Source: an optimization exercise on an open RTL-to-GDS flow (aim: small area). Production flows keep margins and buffers that such runs may drop.
Function was checked by simulation only, so behaviour that the tests miss may differ from the original.
The clock port is modelled as an ideal driver; clocking choices that lean on that would not hold on a real chip.
Power figures rest on the tool's default switching activity, not on a simulated workload.

// wb_regfile_top
module wb_regfile_top
(
    input  logic        clk,
    input  logic        reset,
    input  logic        in_reg_write,
    input  logic        in_mem_to_reg,
    input  logic [1:0]  in_rw_sel,
    input  logic [4:0]  in_rd,
    input  logic [31:0] in_pc_imm,
    input  logic [31:0] in_pc_four,
    input  logic [31:0] in_imm_out,
    input  logic [31:0] in_alu_result,
    input  logic [31:0] in_mem_read_data,
    input  logic [4:0]  rs1_addr,
    input  logic [4:0]  rs2_addr,
    output logic [31:0] rs1_data,
    output logic [31:0] rs2_data,
    output logic [31:0] wb_data,
    output logic [4:0]  wb_rd,
    output logic        wb_we
);
    localparam int XLEN = 32;
    localparam int NREG = 32;
    Pipe_Buf_Reg_PKG::mem_wb_reg wb_in;
    always_comb begin
        wb_in             = '0;
        wb_in.RegWrite    = in_reg_write;
        wb_in.MemtoReg    = in_mem_to_reg;
        wb_in.Pc_Imm      = in_pc_imm;
        wb_in.Pc_Four     = in_pc_four;
  ...
export LEC_CHECK = 0
export CAP_MARGIN = 20
export CORE_MARGIN = 2
export CORE_UTILIZATION = 65
export SLEW_MARGIN = 20
export SYNTH_HIERARCHICAL = 1
create_clock -name core_clock -period 8.0 [get_ports {clk}]
standard.sh (not shown) runs the stock make flow with config.mk's settings and CLKGATE_MAP_FILE= SYNTH_SCRIPT=/design/flow/synth_recipe.tcl, a recipe that flattens the netlist after the stock synthesis.
==> flow/flow/run.sh <==
#!/bin/bash
# Layout flow: the standard ORFS flow, with changes that only affect
# how much buffering is added and how large the cells are:
#  - each port gets a minimum-size buffer (buf_1) instead of the default
#    pick made by buffer_ports;
#  - the repair during timing-driven global placement may use only buf_1,
#    buf_2 and buf_4 (flow/pre_gpl.tcl);
#  - clock tree synthesis uses clkbuf_8 buffers, larger sink clusters and
#    no dummy loads;
#  - after clock tree synthesis, cells on paths with positive slack are
#    downsized to recover area (flow/post_cts.tcl).
# Every tool's output goes to standard.log in this folder (and ORFS's own
# per-step logs under orfs/logs).
set -e
export BUFFER_PORTS_ARGS="-buffer_cell sky130_fd_sc_hd__buf_1"
export PRE_GLOBAL_PLACE_TCL="$PWD/flow/pre_gpl.tcl"
export POST_CTS_TCL="$PWD/flow/post_cts.tcl"
export CTS_ARGS="-sink_clustering_enable -repair_clock_nets -dont_use_dummy_load -buf_list sky130_fd_sc_hd__clkbuf_8 -sink_clustering_size 16 -sink_clustering_max_diameter 60"
bash standard.sh > standard.log 2>&1
==> flow/flow/post_cts.tcl <==
# Run at the end of clock tree synthesis, after its timing repair: downsize
# cells on paths with positive slack (within the same cell footprint) to
# recover area, then legalize the placement again.
estimate_parasitics -placement
repair_timing -recover_power 100 -match_cell_footprint -verbose
detailed_placement
check_placement -verbose
report_design_area
==> flow/flow/pre_gpl.tcl <==
# Run before global placement: leave only buf_1, buf_2 and buf_4 as buffers
# for the repair that timing-driven placement does, so that it sizes its
# buffers to the load instead of using a larger one everywhere.
set keep {sky130_fd_sc_hd__buf_1 sky130_fd_sc_hd__buf_2 sky130_fd_sc_hd__buf_4}
set du {}
foreach c [get_lib_cells {sky130_fd_sc_hd__buf_* sky130_fd_sc_hd__clkbuf_* sky130_fd_sc_hd__clkdlybuf* sky130_fd_sc_hd__dlygate* sky130_fd_sc_hd__bufbuf_* sky130_fd_sc_hd__dlymetal* sky130_fd_sc_hd__bufinv_*}] {
  if {[lsearch $keep [get_name $c]] < 0} { lappend du $c }
}
set_dont_use $du
Edit:
==> flow/flow/run.sh (replaced) <==
#!/bin/bash
# Layout flow: the standard ORFS flow, with changes that only affect
# how much buffering is added:
#  - each port gets a minimum-size buffer (buf_1) instead of the default
#    pick made by buffer_ports;
#  - the repair during timing-driven global placement may use only buf_1,
#    buf_2 and buf_4 (flow/pre_gpl.tcl);
#  - clock tree synthesis uses clkbuf_8 buffers, larger sink clusters and
#    no dummy loads.
# Every tool's output goes to standard.log in this folder (and ORFS's own
# per-step logs under orfs/logs).
set -e
export BUFFER_PORTS_ARGS="-buffer_cell sky130_fd_sc_hd__buf_1"
export PRE_GLOBAL_PLACE_TCL="$PWD/flow/pre_gpl.tcl"
export CTS_ARGS="-sink_clustering_enable -repair_clock_nets -dont_use_dummy_load -buf_list sky130_fd_sc_hd__clkbuf_8 -sink_clustering_size 14 -sink_clustering_max_diameter 60"
bash standard.sh > standard.log 2>&1
removed: flow/flow/post_cts.tcl
After rerunning:
- worst hold slack hardly moves
- clock power grows by about 5%
- combinational power shrinks by about 0.7%
- wire length stays flat
- synthesized area stays the same
- total power grows by 1.1%
- clock skew does not change
- clock-buffer cell count grows by 8
- cell count shrinks by 0.52%
- core utilization shrinks by 0.63 points
- setup slack is better by 0.49 ns
Edit:
--- a/flow/flow/run.sh
+++ b/flow/flow/run.sh
@@ -14,3 +14,3 @@
 export PRE_GLOBAL_PLACE_TCL="$PWD/flow/pre_gpl.tcl"
-export CTS_ARGS="-sink_clustering_enable -repair_clock_nets -dont_use_dummy_load -buf_list sky130_fd_sc_hd__clkbuf_8 -sink_clustering_size 14 -sink_clustering_max_diameter 60"
+export CTS_ARGS="-sink_clustering_enable -repair_clock_nets -dont_use_dummy_load -buf_list sky130_fd_sc_hd__clkbuf_8 -sink_clustering_size 16 -sink_clustering_max_diameter 60"
 bash standard.sh > standard.log 2>&1
- The changed run finished with timing, DRC and antenna clean
- cell count hardly moves
- global-route usage barely changes
- die area stays the same
- worst setup slack gets worse by 0.017 ns
- design area stays flat
- synthesized cell count does not change
- hold slack stays flat
- core utilization drops by 0.17 points

* * *

The RTL this note starts from:
==> flow/design.v <==
package Pipe_Buf_Reg_PKG;
    localparam int XLEN_W = 32;
    typedef enum logic [1:0] {
        WB_ALU_MEM = 2'b00,
        WB_PC4     = 2'b01,
        WB_IMM     = 2'b10,
        WB_PCIMM   = 2'b11
    } wb_sel_e;
    typedef struct packed {
        logic              RegWrite;
        logic              MemtoReg;
        logic [XLEN_W-1:0] Pc_Imm;
        logic [XLEN_W-1:0] Pc_Four;
        logic [XLEN_W-1:0] Imm_Out;
        logic [XLEN_W-1:0] Alu_Result;
        logic [XLEN_W-1:0] MemReadData;
        logic [4:0]        rd;
        logic [XLEN_W-1:0] Curr_Instr;
        wb_sel_e           RWSel;
    } mem_wb_reg;
endpackage
module wb_mux
#(
    parameter int XLEN = 32
) (
    input  Pipe_Buf_Reg_PKG::mem_wb_reg        wb_in,
    output logic [XLEN-1:0]  wb_data
);
    logic [4:0] s;
    always_comb begin
        s = '0;
        unique case (wb_in.RWSel)
            Pipe_Buf_Reg_PKG::WB_ALU_MEM: s = wb_in.MemtoReg ? 5'b00010 : 5'b00001;
            Pipe_Buf_Reg_PKG::WB_PC4:     s = 5'b00100;
            Pipe_Buf_Reg_PKG::WB_IMM:     s = 5'b01000;
            Pipe_Buf_Reg_PKG::WB_PCIMM:   s = 5'b10000;
            default:                      s = 5'b00001;
        endcase
    end
    for (genvar b = 0; b < XLEN; b++) begin : g_bit
        wb_rf_andor #(.N(5)) u_sel (
            .d ({wb_in.Pc_Imm[b], wb_in.Imm_Out[b], wb_in.Pc_Four[b],
                 wb_in.MemReadData[b], wb_in.Alu_Result[b]}),
            .s (s),
            .y (wb_data[b])
        );
    end
endmodule
module wb_rf_aoi222 (
    input  logic a0, b0, a1, b1, a2, b2,
    output logic y
);
    assign y = ~((a0 & b0) | (a1 & b1) | (a2 & b2));
endmodule
module wb_rf_nand
#(
    parameter int N = 4
) (
    input  logic [N-1:0] a,
    output logic         y
);
    assign y = ~&a;
endmodule
module wb_rf_and
#(
    parameter int N = 2
) (
    input  logic [N-1:0] a,
    output logic         y
);
    assign y = &a;
endmodule
module wb_rf_predec
#(
    parameter bit USE_EN = 1'b1
) (
    input  logic [4:0] a,
    input  logic       en,
    output logic [3:0] lo,
    output logic [7:0] hi
);
    always_comb begin
        for (int k = 0; k < 4; k++) lo[k] = (en || !USE_EN) && (a[1:0] == 2'(k));
        for (int j = 0; j < 8; j++) hi[j] = (a[4:2] == 3'(j));
    end
endmodule
module wb_rf_or
#(
    parameter int N = 4
) (
    input  logic [N-1:0] a,
    output logic         y
);
    assign y = |a;
endmodule
module wb_rf_andor
#(
    parameter int N = 32
) (
    input  logic [N-1:0] d,
    input  logic [N-1:0] s,
    output logic         y
);
    localparam int N3 = N / 3;
    localparam int NR = N - 3 * N3;
    localparam int T  = N3 + NR;
    localparam int NQ = (T + 3) / 4;
    logic [T-1:0] n;
    for (genvar g = 0; g < N3; g++) begin : g_aoi3
        wb_rf_aoi222 u_aoi (
            .a0(d[3*g]),   .b0(s[3*g]),
            .a1(d[3*g+1]), .b1(s[3*g+1]),
            .a2(d[3*g+2]), .b2(s[3*g+2]),
            .y (n[g])
        );
    end
    for (genvar g = 0; g < NR; g++) begin : g_nand1
        wb_rf_nand #(.N(2)) u_nand (.a({d[3*N3+g], s[3*N3+g]}), .y(n[N3+g]));
    end
    if (NQ == 1) begin : g_one
        wb_rf_nand #(.N(T)) u_nand (.a(n), .y(y));
    end else begin : g_tree
        logic [NQ-1:0] q;
        for (genvar g = 0; g < NQ; g++) begin : g_nand
            localparam int LO = 4 * g;
            localparam int HI = (4 * g + 3 < T) ? 4 * g + 3 : T - 1;
            wb_rf_nand #(.N(HI - LO + 1)) u_nand (.a(n[HI:LO]), .y(q[g]));
        end
        wb_rf_or #(.N(NQ)) u_or (.a(q), .y(y));
    end
endmodule
module wb_regfile_top
(
    input  logic        clk,
    input  logic        reset,
    input  logic        in_reg_write,
    input  logic        in_mem_to_reg,
    input  logic [1:0]  in_rw_sel,
    input  logic [4:0]  in_rd,
    input  logic [31:0] in_pc_imm,
    input  logic [31:0] in_pc_four,
    input  logic [31:0] in_imm_out,
    input  logic [31:0] in_alu_result,
    input  logic [31:0] in_mem_read_data,
    input  logic [4:0]  rs1_addr,
    input  logic [4:0]  rs2_addr,
    output logic [31:0] rs1_data,
    output logic [31:0] rs2_data,
    output logic [31:0] wb_data,
    output logic [4:0]  wb_rd,
    output logic        wb_we
);
    localparam int XLEN = 32;
    localparam int NREG = 32;
    Pipe_Buf_Reg_PKG::mem_wb_reg wb_in;
    always_comb begin
        wb_in             = '0;
        wb_in.RegWrite    = in_reg_write;
        wb_in.MemtoReg    = in_mem_to_reg;
        wb_in.Pc_Imm      = in_pc_imm;
        wb_in.Pc_Four     = in_pc_four;
        wb_in.Imm_Out     = in_imm_out;
        wb_in.Alu_Result  = in_alu_result;
        wb_in.MemReadData = in_mem_read_data;
        wb_in.rd          = in_rd;
        wb_in.Curr_Instr  = 32'd0;
        wb_in.RWSel       = Pipe_Buf_Reg_PKG::wb_sel_e'(in_rw_sel);
    end
    wb_mux #(.XLEN(XLEN)) u_wb_mux (
        .wb_in   (wb_in),
        .wb_data (wb_data)
    );
    assign wb_rd = in_rd;
    assign wb_we = in_reg_write && (in_rd != 5'd0);
    logic [XLEN-1:0] regs_q [1:NREG-1];
    logic [NREG-1:1] valid_q;
    logic [NREG-1:1] we_dec;
    logic [3:0] w_lo, r1_lo, r2_lo;
    logic [7:0] w_hi, r1_hi, r2_hi;
    wb_rf_predec #(.USE_EN(1'b1)) u_pd_w  (.a(in_rd),    .en(in_reg_write), .lo(w_lo),  .hi(w_hi));
    wb_rf_predec #(.USE_EN(1'b0)) u_pd_r1 (.a(rs1_addr), .en(1'b0),         .lo(r1_lo), .hi(r1_hi));
    wb_rf_predec #(.USE_EN(1'b0)) u_pd_r2 (.a(rs2_addr), .en(1'b0),         .lo(r2_lo), .hi(r2_hi));
    for (genvar i = 1; i < NREG; i++) begin : g_we
        wb_rf_and #(.N(2)) u_we (.a({w_lo[i%4], w_hi[i/4]}), .y(we_dec[i]));
    end
    always_ff @(posedge clk) begin
        for (int i = 1; i < NREG; i++)
            if (we_dec[i]) regs_q[i] <= wb_data;
    end
    always_ff @(posedge clk or posedge reset) begin
        if (reset) valid_q <= '0;
        else       valid_q <= valid_q | we_dec;
    end
    logic            hit1, hit2;
    logic [NREG-1:1] rd_ok, sel1, sel2;
    assign hit1 = wb_we && (rs1_addr == in_rd);
    assign hit2 = wb_we && (rs2_addr == in_rd);
    always_comb begin
        for (int i = 1; i < NREG; i++) rd_ok[i] = valid_q[i] && !we_dec[i];
    end
    for (genvar i = 1; i < NREG; i++) begin : g_sel
        wb_rf_and #(.N(3)) u_sel1 (.a({r1_lo[i%4], r1_hi[i/4], rd_ok[i]}), .y(sel1[i]));
        wb_rf_and #(.N(3)) u_sel2 (.a({r2_lo[i%4], r2_hi[i/4], rd_ok[i]}), .y(sel2[i]));
    end
    for (genvar b = 0; b < XLEN; b++) begin : g_rd
        logic [NREG-1:0] col;
        always_comb begin
            col[0] = wb_data[b];
            for (int i = 1; i < NREG; i++) col[i] = regs_q[i][b];
        end
        wb_rf_andor #(.N(NREG)) u_rd1 (.d(col), .s({sel1, hit1}), .y(rs1_data[b]));
        wb_rf_andor #(.N(NREG)) u_rd2 (.d(col), .s({sel2, hit2}), .y(rs2_data[b]));
    end
endmodule
==> flow/config.mk <==
export PLATFORM = sky130hd
export DESIGN_NAME = wb_regfile_top
export DESIGN_NICKNAME = wb_regfile_top
export VERILOG_FILES = /design/flow/design.v
export SDC_FILE = /design/flow/constraint.sdc
export NUM_CORES = 4
export LEC_CHECK = 0
export CAP_MARGIN = 0
export CORE_MARGIN = 2
export CORE_UTILIZATION = 65
export SLEW_MARGIN = 0
export SYNTH_HIERARCHICAL = 1
==> flow/constraint.sdc <==
create_clock -name core_clock -period 8.0 [get_ports {clk}]
set_input_delay 1.6000 -clock core_clock [delete_from_list [all_inputs] [get_ports {clk}]]
set_output_delay 1.6000 -clock core_clock [all_outputs]
set_load 0.01 [all_outputs]
==> flow/flow/run.sh <==
#!/bin/bash
# Layout flow: the standard ORFS flow, with three changes that only
# affect how much buffering is added:
#  - each port gets a minimum-size buffer (buf_1) instead of the default
#    pick made by buffer_ports;
#  - clock tree synthesis uses smaller clock buffers, larger sink clusters
#    and no dummy loads.
# Every tool's output goes to standard.log in this folder (and ORFS's own
# per-step logs under orfs/logs).
set -e
export BUFFER_PORTS_ARGS="-buffer_cell sky130_fd_sc_hd__buf_1"
export CTS_ARGS="-sink_clustering_enable -repair_clock_nets -dont_use_dummy_load -buf_list sky130_fd_sc_hd__clkbuf_8 -sink_clustering_size 14 -sink_clustering_max_diameter 60"
bash standard.sh > standard.log 2>&1
Change:
==> flow/flow/run.sh (replaced) <==
#!/bin/bash
# Layout flow: the standard ORFS flow, with changes that only affect
# how much buffering is added:
#  - each port gets a minimum-size buffer (buf_1) instead of the default
#    pick made by buffer_ports;
#  - the repair during timing-driven global placement may use only buf_1,
#    buf_2 and buf_4 (flow/pre_gpl.tcl);
#  - clock tree synthesis uses clkbuf_8 buffers, larger sink clusters and
#    no dummy loads.
# Every tool's output goes to standard.log in this folder (and ORFS's own
# per-step logs under orfs/logs).
set -e
export BUFFER_PORTS_ARGS="-buffer_cell sky130_fd_sc_hd__buf_1"
export PRE_GLOBAL_PLACE_TCL="$PWD/flow/pre_gpl.tcl"
export CTS_ARGS="-sink_clustering_enable -repair_clock_nets -dont_use_dummy_load -buf_list sky130_fd_sc_hd__clkbuf_8 -sink_clustering_size 14 -sink_clustering_max_diameter 60"
bash standard.sh > standard.log 2>&1
==> flow/flow/pre_gpl.tcl (new file) <==
# Run before global placement: leave only buf_1, buf_2 and buf_4 as buffers
# for the repair that timing-driven placement does, so that it sizes its
# buffers to the load instead of using a larger one everywhere.
set keep {sky130_fd_sc_hd__buf_1 sky130_fd_sc_hd__buf_2 sky130_fd_sc_hd__buf_4}
set du {}
foreach c [get_lib_cells {sky130_fd_sc_hd__buf_* sky130_fd_sc_hd__clkbuf_* sky130_fd_sc_hd__clkdlybuf* sky130_fd_sc_hd__dlygate* sky130_fd_sc_hd__bufbuf_* sky130_fd_sc_hd__dlymetal* sky130_fd_sc_hd__bufinv_*}] {
  if {[lsearch $keep [get_name $c]] < 0} { lappend du $c }
}
set_dont_use $du
CAP_MARGIN = 20   (was 0)
SLEW_MARGIN = 20   (was 0)
After rerunning: Sequential share of layout area rose by 0.53 points. Die area does not change. Worst hold slack is about the same. Clock power hardly moves. Count of clock-buffer cells in the layout fell by 1. Setup slack gets worse by 0.54 ns. Global-route usage hardly moves.
Change:
==> flow/flow/run.sh (replaced) <==
#!/bin/bash
# Layout flow: the standard ORFS flow, with three changes that only
# affect how much buffering is added:
#  - each port gets a minimum-size buffer (buf_1) instead of the default
#    pick made by buffer_ports;
#  - clock tree synthesis uses smaller clock buffers, larger sink clusters
#    and no dummy loads.
# Every tool's output goes to standard.log in this folder (and ORFS's own
# per-step logs under orfs/logs).
set -e
export BUFFER_PORTS_ARGS="-buffer_cell sky130_fd_sc_hd__buf_1"
export CTS_ARGS="-sink_clustering_enable -repair_clock_nets -dont_use_dummy_load -buf_list sky130_fd_sc_hd__clkbuf_8 -sink_clustering_size 14 -sink_clustering_max_diameter 60"
bash standard.sh > standard.log 2>&1
CORE_UTILIZATION = 75   (was 65)
removed: flow/flow/pre_gpl.tcl
Die area decreases by 13%. Maximum frequency increases by 5.4%. Register-to-register slack gets better by 0.02 ns. Flip-flop and latch count is unchanged. Routed wire length decreases by 1.0%.
Change:
--- a/flow/flow/run.sh
+++ b/flow/flow/run.sh
@@ -11,3 +11,3 @@
 export BUFFER_PORTS_ARGS="-buffer_cell sky130_fd_sc_hd__buf_1"
-export CTS_ARGS="-sink_clustering_enable -repair_clock_nets -dont_use_dummy_load -buf_list sky130_fd_sc_hd__clkbuf_8 -sink_clustering_size 14 -sink_clustering_max_diameter 60"
+export CTS_ARGS="-sink_clustering_enable -repair_clock_nets -dont_use_dummy_load -buf_list sky130_fd_sc_hd__clkbuf_8 -sink_clustering_size 16 -sink_clustering_max_diameter 80"
 bash standard.sh > standard.log 2>&1
CORE_UTILIZATION = 65   (was 75)
What happened: Non-clock buffer count climbs by 6. Clock skew is unchanged. Sequential power stays flat. Via count drops by about 3%.

separate check: timing with driven ports:
In the flow no input, the clock included, has a driving cell. The finished layouts below were timed again as built, in two steps. Step 1 assumes that a clkbuf_16 drives the clock port and a buf_2 every other input. Step 2 also shifts input and output timing later by t, the mid clock arrival at the registers, as if the neighbouring blocks saw the same clock. Three values: ideal ports, drivers, drivers and shift; two values: the first two.
| run | shift t [ns] | setup WS [ns] | hold slack, ns | latest minus earliest clock arrival (ns) |
|---|---|---|---|---|
| the first run of note 1 | 0.756 | 0.384 / 0.352 / 0.352 | 0.462 / 0.462 / 0.462 | 0.065 / 0.064 |
| the second run of note 1 | 0.755 | 0.878 / 0.854 / 0.854 | 0.465 / 0.465 / 0.465 | 0.056 / 0.056 |
| the third run of note 1 | 0.761 | 0.861 / 0.834 / 0.834 | 0.463 / 0.463 / 0.463 | 0.066 / 0.066 |
| the first run of note 2 | 0.755 | 1.271 / 1.246 / 1.246 | 0.458 / 0.458 / 0.458 | 0.087 / 0.088 |
| the second run of note 2 | 0.767 | 0.736 / 0.713 / 0.713 | 0.458 / 0.458 / 0.458 | 0.076 / 0.076 |
| the third run of note 2 | 0.768 | 1.105 / 1.084 / 1.084 | 0.459 / 0.459 / 0.459 | 0.056 / 0.057 |
| the fourth run of note 2 | 0.760 | 1.328 / 1.300 / 1.300 | 0.467 / 0.467 / 0.467 | 0.047 / 0.047 |
After both steps setup and hold are still met in every run listed. The setup slack of the first run of note 1, which loses most, moves by -0.032 ns with the drivers and by -0.032 ns with both steps.
